Context: an optimization exercise on an open-source flow, tuned for small area, a short achievable clock period and few clock cycles. The choices shown serve that exercise and are no tape-out recipe. No run shown here included a check of the RTL's function; only the layout flow was run. Power figures rest on the tool's default switching activity, not on a simulated workload.

==> flow/design.v (outline; a module is shown in full before it is edited, if it fits) <==
// module mac_fa: 4 lines
// module mac_ha: 4 lines
// module approx_mac_top: 1775 lines
module approx_mac_top (
    input  wire                         clk,
    input  wire                         arst_n,
    input  wire [33:0]                  cmd,     
    input  wire                         cmd_valid,
    output logic                        cmd_ready,
    output logic [151:0]                result,  
    output logic                        result_valid,
    input  wire                         result_ready
);
  // ...
==> flow/run.sh <==
#!/bin/bash
# synth_recipe.tcl (not shown) runs the flow's synth.tcl, then flattens the netlist and writes it again
# the make line also repeats each setting of config.mk as NAME=value (left out here)
make -C /OpenROAD-flow-scripts/flow DESIGN_CONFIG=/design/flow/config.mk WORK_HOME=/design/flow/orfs CLKGATE_MAP_FILE= SYNTH_SCRIPT=/design/flow/synth_recipe.tcl finish
==> flow/config.mk <==
export PLATFORM = sky130hd
export DESIGN_NAME = approx_mac_top
export DESIGN_NICKNAME = approx_mac_top
export VERILOG_FILES = /design/flow/design.v
export SDC_FILE = /design/flow/constraint.sdc
export NUM_CORES = 4
export LEC_CHECK = 0
export CAP_MARGIN = 20
export CORE_MARGIN = 2
export CORE_UTILIZATION = 40
export SETUP_SLACK_MARGIN = 5
export SLEW_MARGIN = 20
export SYNTH_HIERARCHICAL = 1
==> flow/constraint.sdc <==
create_clock -name core_clock -period 9.0 [get_ports {clk}]
set_input_delay 1.8000 -clock core_clock [delete_from_list [all_inputs] [get_ports {clk}]]
set_output_delay 1.8000 -clock core_clock [all_outputs]
set_load 0.01 [all_outputs]
==> metrics.md, run 1 <==
| Metric | Value |
|---|---|
| TAP cells | 748 |
| Initial Util | 40.4% |
| RR Startpoint | er_q[1] |
| Psw | 5470 uW |
| Status | finished clean |
| Met3 wire length | 2.82 mm |
| 1st-iter DRT viols | 957 |
| Crit path to | err_sum[29] |
| Final min period | 4640 ps |
| Max-cap violations | 0 |
| Skew-Pair Late Insertion Delay | 550 ps |
| Routed wire length | 63.3 mm |
| Min Hold Slack | 518 ps |
| CTS tree | done |
| Fin util | 50.7% |
| Power Density | 429 nW/um^2 |
| Sequential cell power | 2010 uW |
| Largest family of logic cells by synthesized area | adder cells |
| Most used cell along the critical path | a21o_1 |
| Endpoints failing hold | 0 |
| Top cell type by total area after synthesis | fa_1 |
| Port bufs | 179 |
| Buffers, non-clock | 321 |
| Beginning of the worst hold path | max_q[1] |
| Post-Layout Cell Count | 3203 |
==> inputs of run 2 (changes only) <==
--- a/flow/design.v
+++ b/flow/design.v
@@ -1036,20 +1036,20 @@
     logic at_w72;
     logic at_w73;
     logic at_w74;
     logic at_w75;
     logic at_w76;
     logic at_w77;
     logic at_w78;
     logic [61:0] pr_q;
-    logic [10:0] er_q;
-    logic [14:0] elo;
-    logic [14:0] elo_q;
-    logic [7:0] ehi;
+    logic [18:0] er_q;
+    logic [10:0] elo;
+    logic [10:0] elo_q;
+    logic [11:0] ehi;
     assign pt_w3 = (x[6] & y[8]);
     assign pt_w4 = (x[7] & y[7]);
     assign pt_w5 = (x[8] & y[6]);
     mac_fa pt_fa5 (.a(pt_w3), .b(pt_w4), .c(pt_w5), .s(pt_w1), .co(pt_w2));
     assign pt_w8 = (x[9] & y[5]);
     assign pt_w9 = (x[10] & y[4]);
     assign pt_w10 = (x[11] & y[3]);
     mac_fa pt_fa10 (.a(pt_w8), .b(pt_w9), .c(pt_w10), .s(pt_w6), .co(pt_w7));
@@ -1637,17 +1637,17 @@
     mac_fa et_fa167 (.a(et_w119), .b(et_w120), .c(et_w167), .s(et_w165), .co(et_w166));
     mac_fa et_fa169 (.a(et_w121), .b(et_w122), .c(et_w84), .s(et_w168), .co(et_w169));
     assign et_w172 = ~((x[2] & y[14]) ^ (x[3] & y[13]));
     mac_fa et_fa172 (.a(et_w123), .b(et_w124), .c(et_w172), .s(et_w170), .co(et_w171));
     assign et_w175 = ~((x[4] & y[13]) ^ (x[5] & y[12]));
     mac_fa et_fa175 (.a(et_w125), .b(et_w126), .c(et_w175), .s(et_w173), .co(et_w174));
     assign et_w176 = ~(et_w127 ^ ((x[4] & y[13]) ^ (x[5] & y[12])));
     assign et_w177 = et_w127 | ((x[4] & y[13]) ^ (x[5] & y[12]));
-    assign elo = {1'b0, et_w161, et_w159, et_w156, et_w153, et_w150, et_w147, et_w145, et_w142, et_w139, et_w136, et_w132, et_w130, et_w129, 1'b1} + {1'b0, et_w162, et_w160, et_w158, et_w155, et_w152, et_w149, et_w146, et_w144, et_w141, et_w138, et_w135, et_w131, ~(x[1] & y[0]), ~(x[0] & y[0])};
+    assign elo = {1'b0, et_w150, et_w147, et_w145, et_w142, et_w139, et_w136, et_w132, et_w130, et_w129, 1'b1} + {1'b0, et_w152, et_w149, et_w146, et_w144, et_w141, et_w138, et_w135, et_w131, ~(x[1] & y[0]), ~(x[0] & y[0])};
     always_ff @(posedge clk) begin
         elo_q <= elo;
         pr_q[0] <= ((x[0] & y[0]) & ex);
         pr_q[1] <= ((x[0] & y[1]) & ex);
         pr_q[2] <= ((x[1] & y[0]) & ex);
         pr_q[3] <= pt_w620;
         pr_q[4] <= ((x[2] & y[0]) & ex);
         pr_q[5] <= pt_w621;
@@ -1702,27 +1702,35 @@
         pr_q[54] <= pt_w676;
         pr_q[55] <= pt_w677;
         pr_q[56] <= pt_w678;
         pr_q[57] <= pt_w679;
         pr_q[58] <= pt_w681;
         pr_q[59] <= pt_w682;
         pr_q[60] <= pt_w684;
         pr_q[61] <= pt_w685;
-        er_q[0] <= et_w163;
-        er_q[1] <= et_w165;
-        er_q[2] <= et_w166;
-        er_q[3] <= et_w168;
-        er_q[4] <= et_w169;
-        er_q[5] <= et_w170;
-        er_q[6] <= et_w171;
-        er_q[7] <= et_w173;
-        er_q[8] <= et_w174;
-        er_q[9] <= et_w176;
-        er_q[10] <= et_w177;
+        er_q[0] <= et_w153;
+        er_q[1] <= et_w155;
+        er_q[2] <= et_w156;
+        er_q[3] <= et_w158;
+        er_q[4] <= et_w159;
+        er_q[5] <= et_w160;
+        er_q[6] <= et_w161;
+        er_q[7] <= et_w162;
+        er_q[8] <= et_w163;
+        er_q[9] <= et_w165;
+        er_q[10] <= et_w166;
+        er_q[11] <= et_w168;
+        er_q[12] <= et_w169;
+        er_q[13] <= et_w170;
+        er_q[14] <= et_w171;
+        er_q[15] <= et_w173;
+        er_q[16] <= et_w174;
+        er_q[17] <= et_w176;
+        er_q[18] <= et_w177;
     end
     mac_ha at_ha2 (.a(acc[1]), .b(pr_q[1]), .s(at_w1), .co(at_w2));
     mac_fa at_fa4 (.a(acc[2]), .b(pr_q[3]), .c(pr_q[4]), .s(at_w3), .co(at_w4));
     mac_fa at_fa6 (.a(acc[3]), .b(pr_q[5]), .c(pr_q[6]), .s(at_w5), .co(at_w6));
     mac_fa at_fa8 (.a(acc[4]), .b(pr_q[7]), .c(pr_q[8]), .s(at_w7), .co(at_w8));
     mac_fa at_fa10 (.a(acc[5]), .b(pr_q[9]), .c(pr_q[10]), .s(at_w9), .co(at_w10));
     mac_fa at_fa12 (.a(acc[6]), .b(pr_q[11]), .c(pr_q[12]), .s(at_w11), .co(at_w12));
     mac_fa at_fa14 (.a(acc[7]), .b(pr_q[13]), .c(pr_q[14]), .s(at_w13), .co(at_w14));
@@ -1764,54 +1772,46 @@
     assign at_w73 = ~acc[37];
     assign at_w74 = acc[37];
     assign at_w75 = ~acc[38];
     assign at_w76 = acc[38];
     assign at_w77 = ~acc[39];
     assign at_w78 = acc[39];
     assign acc_s = {at_w76, at_w74, at_w72, at_w70, at_w68, at_w66, at_w64, at_w62, at_w60, at_w58, at_w56, at_w54, at_w52, at_w50, at_w48, at_w46, at_w44, at_w42, at_w40, at_w38, at_w36, at_w34, at_w32, at_w30, at_w28, at_w26, at_w24, at_w22, at_w20, at_w18, at_w16, at_w14, at_w12, at_w10, at_w8, at_w6, at_w4, at_w2, at_w1, acc[0]};
     assign acc_c = {at_w77, at_w75, at_w73, at_w71, at_w69, at_w67, at_w65, at_w63, at_w61, at_w59, at_w57, at_w55, at_w53, at_w51, at_w49, at_w47, at_w45, at_w43, at_w41, at_w39, at_w37, at_w35, at_w33, at_w31, at_w29, at_w27, at_w25, at_w23, at_w21, at_w19, at_w17, at_w15, at_w13, at_w11, at_w9, at_w7, at_w5, at_w3, pr_q[2], pr_q[0]};
-    assign ehi = {1'b1, er_q[10], er_q[8], er_q[6], er_q[4], er_q[2], er_q[0], 1'b1} + {1'b0, 1'b0, er_q[9], er_q[7], er_q[5], er_q[3], er_q[1], elo_q[14]};
-    assign d = {ehi[7:1], elo_q[13:0]};
+    assign ehi = {1'b1, er_q[18], er_q[16], er_q[14], er_q[12], er_q[10], er_q[8], er_q[6], er_q[4], er_q[2], er_q[0], 1'b1} + {1'b0, 1'b0, er_q[17], er_q[15], er_q[13], er_q[11], er_q[9], er_q[7], er_q[5], er_q[3], er_q[1], elo_q[10]};
+    assign d = {ehi[11:1], elo_q[9:0]};
     logic [48-1:0]  err_sum;
     logic [19:0]            max_q;
     logic [32-1:0] approx_cnt;
     logic                   neg;
     logic [19:0]            d_inv;    
     logic [19:0]            abs_err;  
-    logic [22:0]            sum_lo;   
-    logic [26:0]            sum_hi1;  
+    logic [48:0]            sum_nxt;
     logic [21:0]            cmp;      
     assign neg     = d[20];
     assign d_inv   = d[19:0] ^ {20{neg}};
     assign abs_err = d_inv + {19'b0, neg};
-    assign sum_lo  = {1'b0, err_sum[20:0], 1'b1} + {2'b0, d_inv, neg};
-    assign sum_hi1 = err_sum[47:21] + 1'b1;
-    logic [20:0] acc_lo;
-    logic [19:0] acc_hi0;
-    logic [19:0] acc_hi1;
-    assign acc_lo  = {1'b0, acc_s[19:0]} + {1'b0, acc_c[19:0]};
-    assign acc_hi0 = acc_s[39:20] + acc_c[39:20];
-    assign acc_hi1 = acc_s[39:20] + acc_c[39:20] + 20'd1;
+    assign sum_nxt = {err_sum, 1'b1} + {28'b0, d_inv, neg};
     assign cmp     = {1'b0, d_inv, 1'b1} + {1'b0, ~max_q, neg};
     always_ff @(posedge clk or negedge arst_n) begin
         if (!arst_n) begin
             acc        <= '0;
             err_sum    <= '0;
             max_q      <= '0;
             approx_cnt <= '0;
         end else if (b_clr) begin
             acc        <= '0;
             err_sum    <= '0;
             max_q      <= '0;
             approx_cnt <= '0;
         end else begin
-            if (b_apx || b_exa) acc <= {acc_lo[20] ? acc_hi1 : acc_hi0, acc_lo[19:0]};  
+            if (b_apx || b_exa) acc <= acc_s + acc_c;  
             if (b_apx) begin
-                err_sum    <= {sum_lo[22] ? sum_hi1 : err_sum[47:21], sum_lo[21:1]};
+                err_sum    <= sum_nxt[48:1];
                 approx_cnt <= approx_cnt + 1'b1;
                 if (cmp[21]) max_q <= abs_err;
             end
         end
     end
     assign result_s.acc        = acc;
     assign result_s.err_sum    = err_sum;
     assign result_s.err_max    = {12'b0, max_q};
==> metrics.md, run 2 <==
| Metric | Value |
|---|---|
| Initial Util | 40.4% (about the same) |
| Antenna violations before repair | 0 |
| Reg2reg path depth | 17 |
| Remaining Overflow, GRT | 0 |
| WP depth | 17 |
| Largest net degree at the start of global routing | 83 |
| H-tree levels | 2 |
| Skew-Pair Late Insertion Delay | 550 ps (about the same) |
| Synth Register Bits | 272 |
| RR Startpoint | er_q[0] |
| Distinct cell type count after synthesis | 71 |
| Area Overhead vs Synth | 23.8% |
| Clk_skew | 25.5 ps |
| Most flop-heavy register | pr_q |
| Core Region | 55000 sq um |
| Gp weighted congestion | 0.874 |
| Post-synthesis xor/xnor area fraction | 6.07% |
| Clk sinks | 272 |
| Placed Cells | 3021 |
| Largest register FFs | 62 |
| Simple-gate share of the synthesized area | 17.8% |
| Reg2reg end | err_sum[42] |
| Fill count | 4943 |
| Synthesis warning total | 7 |
| Fraction of layout cells with a size suffix above 1 | 11.6% |
| Post-synthesis mux area share | 0.462% |
| Status | finished clean |
| DIE WIDTH | 240 um |
| Multi-input logic area | 15800 sq um |
| Post-Layout Cell Count | 3185 (-0.56%) |
| Root buffer cell | clkbuf_16 |
| Relative slew slack | 36.0% |
| Most instantiated cells after synthesis | fa_1, nand2_1, and2_1 |
| Fin util | 50.0% (-0.69 points) |
| Rows | 86 |
| Total CTS buffers | 36 |
| P_leak | 0.0121 uW |
| Slowest stage delay, CP | 410 ps |
| Seq/Total Area, Yosys | 29.3% |
| Avg Vias per Cell | 5.33 |
| Total GRT Usage | 21.7% |
| Storage cell area | 6530 sq um |
| Drt wl/cell | 19.5 um |
| Adder-Cell Fraction of Synth Area | 32.6% |
| Syn Inst Count | 2188 |
| Regs by FF count | pr_q (62), err_sum (48), acc (40) |
| Routed wire length | 62.3 mm (-1.6%) |
| Top-area cell type share of the netlist area | 24.1% |
| ANT nets after route | 0 |
| Worst vdd ir | 0.000214 V |
| CP Launch Point | er_q[0] |
| CTS max path bufs | 3 |
| Slowest CP cell | fa_2 |
| Antenna cells | 0 |
| Die H | 240 um |
| Most used cell along the critical path | nor2_1 |
| First-pass GRT wire length | 97.1 mm |
| Ordered cell list for the critical path | fa_2 -> a211oi_1 -> nor2_1 -> o31ai_2 -> a21boi_4 -> xnor2_4 -> ha_4 -> a21o_1 -> a211o_1 -> or2_2 -> a31oi_4 -> o31ai_4 -> buf_4 -> clkbuf_16 -> nand3_1 -> xor2_1 -> nor2_1 |
| CP Class | reg -> reg |
| CTS clk-pin slew, worst paths | 60 ps |
| Fmax | 248 MHz |
| Residual DRC | 0 |
| Endpoints failing hold | 0 (unchanged) |
| Crit path required time | 9390 ps |
| Dominant synthesized flop cell | dfrtp_1 |
| Power Density | 450 nW/um^2 (+4.8%) |
| CTS tree | done |
| Slew Viols, Final | 0 |
| Synth area leaders | fa_1, dfrtp_1, ha_1 |
| Post-synthesis async set-or-reset flop share | 53.7% |
| Crit path capture type | flip-flop |
| Cell family with the largest share of critical-path delay | compound AO/OA/AOI/OAI gates |
| Most frequent cell after synthesis | fa_1 |
| Crit path to | err_sum[42] |
| Top cell type by total area after synthesis | fa_1 |
| Critical path fanouts, max | 6 |
| Synthesized area per cell | 10.2 sq um |
| Largest family of logic cells by synthesized area | adder cells |
| Setup TNS | 0 ps |
| NumNets Final | 2867 |
| First-pass DRT Iterations | 5 |
| Worst Tran Pin Value | 953 ps |
| Buf/Inv on CP | 2 |
| Placed Area | 24600 sq um |
| Power, Total | 12400 uW |
| Setup Viol. Count Final | 0 |
| EDFF count, synth | 34 |
| Vias in the first global route | 17.5k |
| Port bufs | 179 (unchanged) |
| Post-synthesis compound-gate area fraction | 9.78% |
| Arr. time, crit path | 4430 ps |
| Final min period | 4040 ps (-600 ps) |
| Max-cap violations | 0 (unchanged) |
| I/O pins | 192 |
| 1st-iter DRT viols | 1063 (+11%) |
| Commonest non-fill, non-tap cell in the layout | fa_1 |
| Crit start category | flip-flop |
| DIE AREA | 57400 sq um |
| Final Cell Area | 27500 sq um |
| Vias post-DR | 17.0k |
| RSZ-0062 raised after global routing | yes |
| Commonest cells after routing, fill and taps aside | fa_1, nand2_1, clkdlybuf4s50_1 |
| Reg2Reg Setup Slack | 4960 ps |
| Hold Path Class | reg -> reg |
| Hpwl dp | 43.8 mm |
| Area of the mapped netlist | 22200 sq um |
| Final Cycle Share | 44.9% |
## run 2: cell count changes after synthesis, sizes merged, moves of 9 or more
cell	before	now
nand2	216	235
nor2	127	152
o31ai	12	27
or3	21	12
nand2b	12	22
xor2	62	80
nand4	19	36
a22o	13	4
o21ai	105	91
## run 2: repair_timing
action | 4_1_cts | 5_1_grt
hold buffers | 0 | 0
endpoints found under the setup margin | 81 | 63
endpoints found under the hold margin | 0 | 0
resized for setup | 90 | 42
setup buffers | 67 | 25
pin swaps | 36 | 29
cloned | 2 | 5
## run 2: kinds of logic (layout without fill, tap and decap cells)
kind of cell             after synthesis  after routing
buffers and inverters                207            440
AO/OA/AOI/OAI                        332            336
other                                  1             12
AND/OR/NAND/NOR                      794            795
adder cells (fa/ha/maj)              419            419
flip-flops                           272            272
multiplexers                           9              9
XOR/XNOR                             154            154
## run 2: final cells by class
class | count | area share (%)
Inverter | 87 | 1.19
Timing Repair Buffer | 288 | 9.96
Clock buffer | 44 | 3.57
Sequential cell | 272 | 23.7
Multi-Input combinational cell | 1725 | 57.3
Clock inverter | 21 | 0.878
Tap cell | 748 | 3.40
## run 2: how the worst min path moves through the flow
stage          startpoint   endpoint  slack (ps)  cells past startpoint
2_1_floorplan     a_op[0]      b_clr         460                      1
3_3_place_gp    max_q[10]  max_q[10]         490                      2
5_1_grt         max_q[10]  max_q[10]         520                      2
4_1_cts         max_q[10]  max_q[10]         510                      2
6_report        max_q[10]  max_q[10]         510                      2
3_5_place_dp    max_q[10]  max_q[10]         500                      2
## run 2: report_power, final
group          total (uW)  internal, uW  switching [uW]
combinational        8830          4050            4780
sequential           2060          1650             406
clock                1490           899             591
## run 2: layer usage
metal	GRT usage (%)	wire, um	vias up
li1	-	-	7809
met1	29.5	27500	8572
met2	35.8	29400	493
met3	3.07	3570	104
met4	6.61	1800	0
met5	0	0	-
## run 2: worst min-delay path, stage by stage (launching register included)
cell and delay [ps]:
dfrtp_1 360, nand2_1 60, o31ai_1 60
## run 2: modules after synthesis, one instance, submodules excluded
module          flip-flops and latches  copies in the design  cell area (sq um)
approx_mac_top                     272                     1              16500
mac_fa                               0                   264               20.0
mac_ha                               0                    32               12.5
## run 2: metrics by stage
stage	setup WS (ps)	hold slack, ps
6_report	4960	515
5_1_grt	4830	524
4_1_cts	4970	512
3_5_place_dp	3720	500
3_3_place_gp	3980	495
2_1_floorplan	5030	462

==> what the ideal ports hide <==
Ports are ideal in the flow. The routed layouts listed here were re-timed in OpenROAD.
Step 1 assumes that a clkbuf_16 drives the clock port and a buf_2 every other input.
Step 2 moves the port delays by t, midway between the first and last clock arrival at a register: inputs arrive t later, outputs are due t later. That takes back most of the time a late clock gives input paths.
Slacks: no drivers / after step 1 / after step 2; pairs: no drivers / after step 1.
| run | shift t [ns] | setup WS [ns] | worst data-port slew with drivers (ns) |
|---|---|---|---|
| run 1 | 0.603 | 4.361 / 4.361 / 4.361 | 0.10 |
| run 2 | 0.599 | 4.961 / 4.961 / 4.961 | 0.09 |
After both steps every run listed still meets setup and hold.
